This is an optimization exercise on Yosys and OpenROAD, whose aim is small area, not a production implementation.
The RTL was checked by simulation tests, not by an equivalence proof against the original design.
No activity file was given, so power comes from the tool's default toggle rates.

**design.v**
```verilog
`timescale 1ns / 1ps
package desa_pkg;
	localparam int SIZE_BITS_DEF = 32;
	localparam int CMD_W      = 4;
	localparam int NUM_W      = 32;
	localparam int TIER_W     = 2;
	localparam int STATUS_W   = 2;
	localparam int OFFSET_W   = 33;
	localparam int FREE_W     = 32;
	localparam int CFG_DATA_W = 32;
	localparam int CFG_IDX_W  = 1;
	localparam logic [CMD_W-1:0] CMD_ALLOC_PRI   = 4'd0;
	localparam logic [CMD_W-1:0] CMD_CLEAR_PRI   = 4'd1;
	localparam logic [CMD_W-1:0] CMD_FREE_FRONT  = 4'd2;
	localparam logic [CMD_W-1:0] CMD_FREE_REAR   = 4'd3;
	localparam logic [CMD_W-1:0] CMD_FREE_GLOBAL = 4'd4;
	localparam logic [CMD_W-1:0] CMD_SET_TIER    = 4'd5;
	localparam logic [CMD_W-1:0] CMD_ALLOC_CUR   = 4'd6;
	localparam logic [CMD_W-1:0] CMD_ALLOC_NEXT  = 4'd7;
	localparam logic [CMD_W-1:0] CMD_CLEAR_FRAME = 4'd8;
	localparam logic [CMD_W-1:0] CMD_SWAP        = 4'd9;
	localparam logic [TIER_W-1:0] TIER_GLOBAL = 2'd0;
	localparam logic [TIER_W-1:0] TIER_FRONT  = 2'd1;
	localparam logic [TIER_W-1:0] TIER_REAR   = 2'd2;
	localparam logic SIDE_FRONT = 1'b0;
	localparam logic SIDE_REAR  = 1'b1;
	localparam logic [STATUS_W-1:0] ST_OK      = 2'd0;
	localparam logic [STATUS_W-1:0] ST_NOSPACE = 2'd1;
	localparam logic [STATUS_W-1:0] ST_NOCFG   = 2'd2;
	localparam logic [CFG_IDX_W-1:0] REG_PRIMARY_SIZE = 1'd0;
	localparam logic [CFG_IDX_W-1:0] REG_FRAME_SIZE   = 1'd1;
	typedef struct packed {
		logic exec;     
		logic cfg_we;   
	} ctl_t;
endpackage
`timescale 1ns / 1ps
module desa_ctrl (
	input  logic           clk,
	input  logic           arst_n,
	input  logic           in_valid,
	output logic           in_ready,
	output logic           out_valid,
	input  logic           out_ready,
	input  logic           cfg_valid,
	output logic           cfg_ready,
	output desa_pkg::ctl_t ctl
);
	localparam logic ST_EMPTY = 1'b0;
	localparam logic ST_FULL  = 1'b1;
	logic state_q;
	logic state_d;
	assign in_ready  = (state_q == ST_EMPTY) || out_ready;
	assign out_valid = (state_q == ST_FULL);
	assign cfg_ready = 1'b1;
	assign ctl.exec   = in_valid && in_ready;
	assign ctl.cfg_we = cfg_valid;
	always_comb begin
		state_d = state_q;
		case (state_q)
			ST_EMPTY: begin
				if (ctl.exec) state_d = ST_FULL;
			end
			ST_FULL: begin
				if (ctl.exec) state_d = ST_FULL;
				else if (out_ready) state_d = ST_EMPTY;
			end
			default: state_d = ST_EMPTY;
		endcase
	end
	always_ff @(posedge clk or negedge arst_n) begin
		if (!arst_n) state_q <= ST_EMPTY;
		else state_q <= state_d;
	end
endmodule
`timescale 1ns / 1ps
module desa_dp #(
	parameter int SIZE_BITS = desa_pkg::SIZE_BITS_DEF
) (
	input  logic                             clk,
	input  logic                             arst_n,
	input  desa_pkg::ctl_t                   ctl,
	input  logic [desa_pkg::CFG_IDX_W-1:0]   cfg_index,
	input  logic [desa_pkg::CFG_DATA_W-1:0]  cfg_data,
	input  logic [desa_pkg::CMD_W-1:0]       command,
	input  logic [desa_pkg::NUM_W-1:0]       num_bytes,
	input  logic [desa_pkg::TIER_W-1:0]      tier,
	output logic [desa_pkg::STATUS_W-1:0]    status,
	output logic [desa_pkg::OFFSET_W-1:0]    offset,
	output logic [desa_pkg::FREE_W-1:0]      primary_free,
	output logic [desa_pkg::FREE_W-1:0]      frame_free
);
	localparam int OffW  = desa_pkg::OFFSET_W;
	localparam int FreeW = desa_pkg::FREE_W;
	typedef logic [SIZE_BITS-1:0] size_t;
	size_t                          psize_q, fsize_q;
	size_t                          global_q, front_q, rear_q;
	size_t                          ffront_q, frear_q;
	logic [desa_pkg::TIER_W-1:0]    tier_q;
	logic                           side_q;
	size_t                          global_d, front_d, rear_d;
	size_t                          ffront_d, frear_d;
	logic [desa_pkg::TIER_W-1:0]    tier_d;
	logic                           side_d;
	logic [desa_pkg::STATUS_W-1:0]  st_d;
	logic [SIZE_BITS:0]             off_d;
	size_t                          n;
	size_t                          cfg_val;
	size_t                          pri_room, glb_room, frm_room;
	logic                           alloc_side;
	assign n       = SIZE_BITS'(num_bytes);
	assign cfg_val = SIZE_BITS'(cfg_data);
	assign glb_room = rear_q - global_q;
	assign pri_room = rear_q - front_q;
	assign frm_room = frear_q - ffront_q;
	assign alloc_side = (command == desa_pkg::CMD_ALLOC_CUR) ? side_q : ~side_q;
	always_comb begin
		global_d = global_q;
		front_d  = front_q;
		rear_d   = rear_q;
		ffront_d = ffront_q;
		frear_d  = frear_q;
		tier_d   = tier_q;
		side_d   = side_q;
		st_d     = desa_pkg::ST_OK;
		off_d    = '0;
		case (command)
			desa_pkg::CMD_ALLOC_PRI: begin
				if (psize_q == '0) begin
					st_d = desa_pkg::ST_NOCFG;
				end else begin
					case (tier_q)
						desa_pkg::TIER_GLOBAL: begin
							if (n > glb_room) begin
								st_d = desa_pkg::ST_NOSPACE;
							end else begin
								off_d    = {1'b0, global_q};
								global_d = global_q + n;
								front_d  = global_q + n;
							end
						end
						desa_pkg::TIER_FRONT: begin
							if (n > pri_room) begin
								st_d = desa_pkg::ST_NOSPACE;
							end else begin
								off_d   = {1'b0, front_q};
								front_d = front_q + n;
							end
						end
						default: begin
							if (n > pri_room) begin
								st_d = desa_pkg::ST_NOSPACE;
							end else begin
								rear_d = rear_q - n;
								off_d  = {1'b0, rear_q - n};
							end
						end
					endcase
				end
			end
			desa_pkg::CMD_CLEAR_PRI: begin
				global_d = '0;
				front_d  = '0;
				rear_d   = psize_q;
			end
			desa_pkg::CMD_FREE_FRONT: begin
				front_d = global_q;
			end
			desa_pkg::CMD_FREE_REAR: begin
				rear_d = psize_q;
			end
			desa_pkg::CMD_FREE_GLOBAL: begin
				front_d = global_q;
				rear_d  = psize_q;
			end
			desa_pkg::CMD_SET_TIER: begin
				if (tier == desa_pkg::TIER_GLOBAL || tier == desa_pkg::TIER_FRONT ||
						tier == desa_pkg::TIER_REAR) begin
					tier_d = tier;
					if (tier == desa_pkg::TIER_GLOBAL) front_d = global_q;
				end
			end
			desa_pkg::CMD_ALLOC_CUR, desa_pkg::CMD_ALLOC_NEXT: begin
				if (fsize_q == '0) begin
					st_d = desa_pkg::ST_NOCFG;
				end else if (n > frm_room) begin
					st_d = desa_pkg::ST_NOSPACE;
				end else if (alloc_side == desa_pkg::SIDE_FRONT) begin
					off_d    = {1'b0, psize_q} + {1'b0, ffront_q};
					ffront_d = ffront_q + n;
				end else begin
					frear_d = frear_q - n;
					off_d   = {1'b0, psize_q} + {1'b0, frear_q - n};
				end
			end
			desa_pkg::CMD_CLEAR_FRAME: begin
				ffront_d = '0;
				frear_d  = fsize_q;
			end
			desa_pkg::CMD_SWAP: begin
				if (fsize_q != '0) begin
					if (side_q == desa_pkg::SIDE_FRONT) begin
						ffront_d = '0;
						side_d   = desa_pkg::SIDE_REAR;
					end else begin
						frear_d = fsize_q;
						side_d  = desa_pkg::SIDE_FRONT;
					end
				end
			end
			default: begin
			end
		endcase
	end
	always_ff @(posedge clk or negedge arst_n) begin
		if (!arst_n) begin
			psize_q  <= '0;
			fsize_q  <= '0;
			global_q <= '0;
			front_q  <= '0;
			rear_q   <= '0;
			tier_q   <= desa_pkg::TIER_GLOBAL;
			ffront_q <= '0;
			frear_q  <= '0;
			side_q   <= desa_pkg::SIDE_FRONT;
		end else if (ctl.cfg_we) begin
			case (cfg_index)
				desa_pkg::REG_PRIMARY_SIZE: begin
					psize_q  <= cfg_val;
					global_q <= '0;
					front_q  <= '0;
					rear_q   <= cfg_val;
					tier_q   <= desa_pkg::TIER_GLOBAL;
				end
				desa_pkg::REG_FRAME_SIZE: begin
					fsize_q  <= cfg_val;
					ffront_q <= '0;
					frear_q  <= cfg_val;
					side_q   <= desa_pkg::SIDE_FRONT;
				end
				default: begin
				end
			endcase
		end else if (ctl.exec) begin
			global_q <= global_d;
			front_q  <= front_d;
			rear_q   <= rear_d;
			tier_q   <= tier_d;
			ffront_q <= ffront_d;
			frear_q  <= frear_d;
			side_q   <= side_d;
		end
	end
	always_ff @(posedge clk) begin
		if (ctl.exec) begin
			status       <= st_d;
			offset       <= OffW'(off_d);
			primary_free <= FreeW'(rear_d - front_d);
			frame_free   <= FreeW'(frear_d - ffront_d);
		end
	end
endmodule
`timescale 1ns / 1ps
module double_ended_stack_allocator_core #(
	parameter int SIZE_BITS = desa_pkg::SIZE_BITS_DEF
) (
	input  logic                             clk,
	input  logic                             arst_n,
	input  logic                             cmd_valid,
	output logic                             cmd_ready,
	input  logic [desa_pkg::CMD_W-1:0]       cmd_command,
	input  logic [desa_pkg::NUM_W-1:0]       cmd_num_bytes,
	input  logic [desa_pkg::TIER_W-1:0]      cmd_tier,
	output logic                             res_valid,
	input  logic                             res_ready,
	output logic [desa_pkg::STATUS_W-1:0]    res_status,
	output logic [desa_pkg::OFFSET_W-1:0]    res_offset,
	output logic [desa_pkg::FREE_W-1:0]      res_primary_free,
	output logic [desa_pkg::FREE_W-1:0]      res_frame_free,
	input  logic                             cfg_valid,
	output logic                             cfg_ready,
	input  logic [desa_pkg::CFG_IDX_W-1:0]   cfg_index,
	input  logic [desa_pkg::CFG_DATA_W-1:0]  cfg_data
);
	desa_pkg::ctl_t ctl;
	desa_ctrl u_ctrl (
		.clk       (clk),
		.arst_n    (arst_n),
		.in_valid  (cmd_valid),
		.in_ready  (cmd_ready),
		.out_valid (res_valid),
		.out_ready (res_ready),
		.cfg_valid (cfg_valid),
		.cfg_ready (cfg_ready),
		.ctl       (ctl)
	);
	desa_dp #(
		.SIZE_BITS (SIZE_BITS)
	) u_dp (
		.clk          (clk),
		.arst_n       (arst_n),
		.ctl          (ctl),
		.cfg_index    (cfg_index),
		.cfg_data     (cfg_data),
		.command      (cmd_command),
		.num_bytes    (cmd_num_bytes),
		.tier         (cmd_tier),
		.status       (res_status),
		.offset       (res_offset),
		.primary_free (res_primary_free),
		.frame_free   (res_frame_free)
	);
endmodule
```
**run.sh**
```bash
#!/bin/bash
# synth_recipe.tcl (not shown) runs the flow's synth.tcl, then flattens the netlist and writes it again
# the make line also repeats each setting of config.mk as NAME=value (left out here)
make -C /OpenROAD-flow-scripts/flow DESIGN_CONFIG=/design/flow/config.mk WORK_HOME=/design/flow/orfs CLKGATE_MAP_FILE= SYNTH_SCRIPT=/design/flow/synth_recipe.tcl finish
```
**config.mk**
```make
export PLATFORM = sky130hd
export DESIGN_NAME = double_ended_stack_allocator_core
export DESIGN_NICKNAME = double_ended_stack_allocator_core
export VERILOG_FILES = /design/flow/design.v
export SDC_FILE = /design/flow/constraint.sdc
export NUM_CORES = 4
export LEC_CHECK = 0
export CAP_MARGIN = 20
export CORE_MARGIN = 2
export CORE_UTILIZATION = 40
export SLEW_MARGIN = 20
```
**constraint.sdc**
```tcl
create_clock -name core_clock -period 11.0 [get_ports {clk}]
set_input_delay 2.2000 -clock core_clock [delete_from_list [all_inputs] [get_ports {clk}]]
set_output_delay 2.2000 -clock core_clock [all_outputs]
set_load 0.01 [all_outputs]
```
==> results.py <==
metrics = {
    "logic_synthesis": {
        "yosysTopAreaCell": "dfrtp_1",
        "synthSimpleGateAreaFrac_pct": 15.7,
        "syn_inst": 4323,
        "syn_nets": 4848,
        "synth_commonest_cells": "nand2_1, ha_1, a21oi_1",
        "synth_compound_area_share_pct": 29.5,
        "yosys-top-cells-area": "dfrtp_1, ha_1, edfxtp_1",
        "synth_edf_count": 99,
        "synthFlopType": "dfrtp_1",
        "muxShareOfSynthArea_pct": 1.84,
        "seq_area_frac_synth_pct": 24.7,
        "synthXorXnorAreaFrac_pct": 7.78,
        "async_flop_share_pct": 69.7,
        "synth_top_area_share_pct": 16.3,
        "synthAdderAreaFrac_pct": 16.2,
        "synth_area_per_cell_um2": 8.12,
        "ys_ff_latch": 327,
        "synth_most_common_cell": "nand2_1",
        "yosys_warnings": 2,
        "synth_top_family_by_area": "compound AO/OA/AOI/OAI gates",
        "synth_cell_types": 102,
        "synthesis.area_um2": 35100,
    },
    "cts": {
        "cts_sinks": 327,
        "cts_hold_buffers": 0,
        "cts_buffer_depth": 3,
        "cts-root-buf": "clkbuf_16",
        "postCtsSetupRepairBufs": 0,
        "clk_latency_ps": 620,
        "htree_levels": 2,
        "cts.clk_slew.worst_paths_ps": 60,
        "cts_resized": 0,
        "numCtsBuffers": 45,
        "cts_tree": "yes",
    },
    "detailed_routing": {
        "drt-total-wl_um": 144000,
        "vias": 35000,
        "drt-pass1-iter-count": 6,
        "via_per_inst": 6.16,
        "drtIter0Drc": 3633,
        "wl_per_cell_um": 25.3,
        "ant_nets": 0,
        "drcViolationCount": 0,
    },
    "placed_design": {
        "dpl.hpwl_um": 115000,
        "place_congestion": 1.01,
        "dp_slack_ps": 1170,
        "portBuffers": 176,
    },
    "floorplan": {
        "ios": 178,
        "start_util_pct": 40.4,
        "die_width_um": 300,
        "die_height_um": 300,
        "die_area_um2": 90200,
        "fp.coreArea_um2": 86900,
        "num_rows": 108,
    },
    "timing": {
        "fin_crit_sh_pct": 90.6,
        "tns_ps": 0,
        "slew_headroom_pct": 31.0,
        "max_freq_mhz": 100,
        "hold-worst-slack_ps": 533,
        "layout_setup_ws_ps": 1040,
        "finalMaxSlewViolations": 0,
        "rsz0062_at_grt": "false",
        "min_period_ps": 9960,
        "final_hold_viol_count": 0,
        "clock_skew_ps": 32.8,
        "setup_violations": 0,
        "tightest_slew_ps": 1030,
    },
    "power_and_ir_drop": {
        "total_power_mw": 8.80,
        "power_density_nw_per_um2": 219,
        "p_leak_nw": 17.5,
        "ir_drop_v": 0.000123,
    },
    "global_route": {
        "grt_overflow": 0,
        "grt_max_degree": 144,
        "antenna_found_initial": 2,
        "grt_pass1_wl_um": 212000,
        "grtUsageTotal_pct": 31.2,
        "grt_pass1_vias": 33700,
    },
    "setup_path": {
        "start_kind": "flip-flop",
        "critPathKind": "flip-flop to flip-flop",
        "worst_path_most_repeated_cell": "o21ai_0",
        "path_max_fanout": 27,
        "slowest_stage": "a211oi_1",
        "max_stage_delay_ps": 630,
        "crit_arrival_ps": 10310,
        "cp_top_family": "compound AO/OA/AOI/OAI gates",
        "cp-end-kind": "flip-flop",
        "cp_num_buf_inv": 5,
        "crit_required_ps": 11350,
    },
    "run_status": {
        "outcome": "complete, no violations",
    },
    "final_layout": {
        "n_antenna_cell": 0,
        "drive_above_1_share_pct": 6.33,
        "syn2layout_area_growth_pct": 14.5,
        "fin_nets": 5020,
    },
    "run": {
        "max_cap_viol_count": 0,
    },
    "hold_path": {
        "hold_path.class": "flip-flop to flip-flop",
    },
}
-- cell usage in the layout (no fill, tap or decap), types with 25 or more instances in the layout --
| master | synthesis | final |
|---|---|---|
| o211ai_1 | 29 | 29 |
| nand3_1 | 100 | 100 |
| a21oi_1 | 437 | 435 |
| a221oi_1 | 41 | 41 |
| and3_1 | 36 | 36 |
| nand2_1 | 453 | 452 |
| nor2b_1 | 34 | 33 |
| a22oi_1 | 69 | 69 |
| a31oi_1 | 28 | 27 |
| clkbuf_16 | 0 | 46 |
| a21o_1 | 186 | 186 |
| o22ai_1 | 42 | 42 |
| edfxtp_1 | 99 | 99 |
| xor2_1 | 118 | 118 |
| a211oi_1 | 25 | 25 |
| o21ai_0 | 359 | 359 |
| o21a_1 | 59 | 59 |
| ha_1 | 438 | 438 |
| inv_1 | 233 | 232 |
| mux2_2 | 36 | 36 |
| dfrtp_1 | 228 | 228 |
| nor2_1 | 296 | 289 |
| nor3_1 | 47 | 47 |
| a22o_1 | 32 | 32 |
| clkdlybuf4s50_1 | 0 | 174 |
| xnor2_1 | 192 | 191 |
| nand4_1 | 41 | 41 |
| buf_4 | 3 | 97 |
| o21bai_1 | 48 | 48 |
| nand2b_1 | 87 | 86 |
-- routing by layer --
| layer | track usage (%) | part of all wire [%] | vias up |
|---|---|---|---|
| li1 | - | - | 16300 |
| met1 | 43.8 | 44 | 16800 |
| met2 | 48.0 | 43 | 1583 |
| met3 | 4.39 | 8.1 | 299 |
| met4 | 12.6 | 4.5 | 2 |
| met5 | 0 | 0.0076 | - |
-- worst register-to-register path: cells and delay by family, from the launching register on --
kind	cells	cell delay (ps)
AOI/OAI and AO/OA	21	5170
xor gates and xnor gates	2	190
adders and majority gates	4	1130
buffers and inverters	5	1080
DFF	1	520
and+or+nand+nor	10	1630
-- power breakdown --
group	internal [mW]	leakage, nW	switching (mW)
Combinational	2.10	12.9	3.24
Sequential	1.52	3.80	0.288
Clock	1.01	0.799	0.643
-- cell families (layout without fill, tap and decap cells) --
kind of cell | after synthesis | count (layout)
XOR/XNOR | 311 | 311
AO/OA/AOI/OAI | 1591 | 1591
multiplexers | 60 | 60
adder cells (fa/ha/maj) | 449 | 449
other | 1 | 1
flip-flops | 327 | 327
AND/OR/NAND/NOR | 1201 | 1201
buffers and inverters | 383 | 592
-- sequential cells by signal (all words and copies together), names as in the netlist --
register,flops
u_dp.frear_q,32
u_dp.psize_q,32
u_dp.primary_free,32
u_dp.tier_q,2
u_dp.fsize_q,32
u_dp.global_q,32
u_dp.side_q,1
u_dp.offset,33
u_ctrl.state_q,1
u_dp.rear_q,32
u_dp.frame_free,32
u_dp.status,2
u_dp.ffront_q,32
u_dp.front_q,32
-- final timing paths --
kind	slack, ps	end	depth (start not counted)	from
max in group asynchronous	8070	u_dp.global_q[5]	2	arst_n
worst max register to register	1040	u_dp.primary_free[26]	42	u_dp.front_q[1]
worst min-delay path	530	u_dp.fsize_q[25]	2	u_dp.fsize_q[25]
min in group asynchronous	1550	u_dp.ffront_q[29]	1	arst_n
worst min register to register	530	u_dp.fsize_q[25]	2	u_dp.fsize_q[25]
worst max-delay path	1040	u_dp.primary_free[26]	42	u_dp.front_q[1]
-- area by class of cell --
class                      instances  area (um^2)
fill                            8620        46700
multi-input combinational       3613        25000
inverter                         235          885
sequential                       327         8680
tap                             1155         1450
clock inverter                    24          353
clock buffer                      60         1280
timing repair buffer             273         2500
-- metrics by stage --
stage	instances	cell area, um^2	utilization (%)
final	5687	40200	46.2
after global routing	5687	40200	46.2
after CTS	5687	40200	46.2
after detailed placement	5603	38500	44.4
after global placement	5603	38500	44.4
after floorplan	4323	35100	-

-- re-timing with driven ports --
How much do the figures lean on ideal ports? The routed layout below was timed once more, with nothing changed but the port constraints. Step 1, drivers: a clkbuf_16 drives clk and a buf_2 each remaining input, both assumed. Step 2 moves the port delays by t, midway between the first and last clock arrival at a register: inputs arrive t later, outputs are due t later. That takes back most of the time a late clock gives input paths. Slacks: no drivers / after step 1 / after step 2; pairs: no drivers / after step 1.
t (ns): 0.672
slack for setup (ns): 1.035 / 1.035 / 1.035
latest minus earliest clock arrival (ns): 0.035 / 0.035
worst data-port slew with drivers (ns): 0.07
cell pins on the clock port's net: 1
After both steps this run still meets setup and hold. The setup slack of this run moves by 0.000 ns with the drivers and by 0.000 ns with both steps.
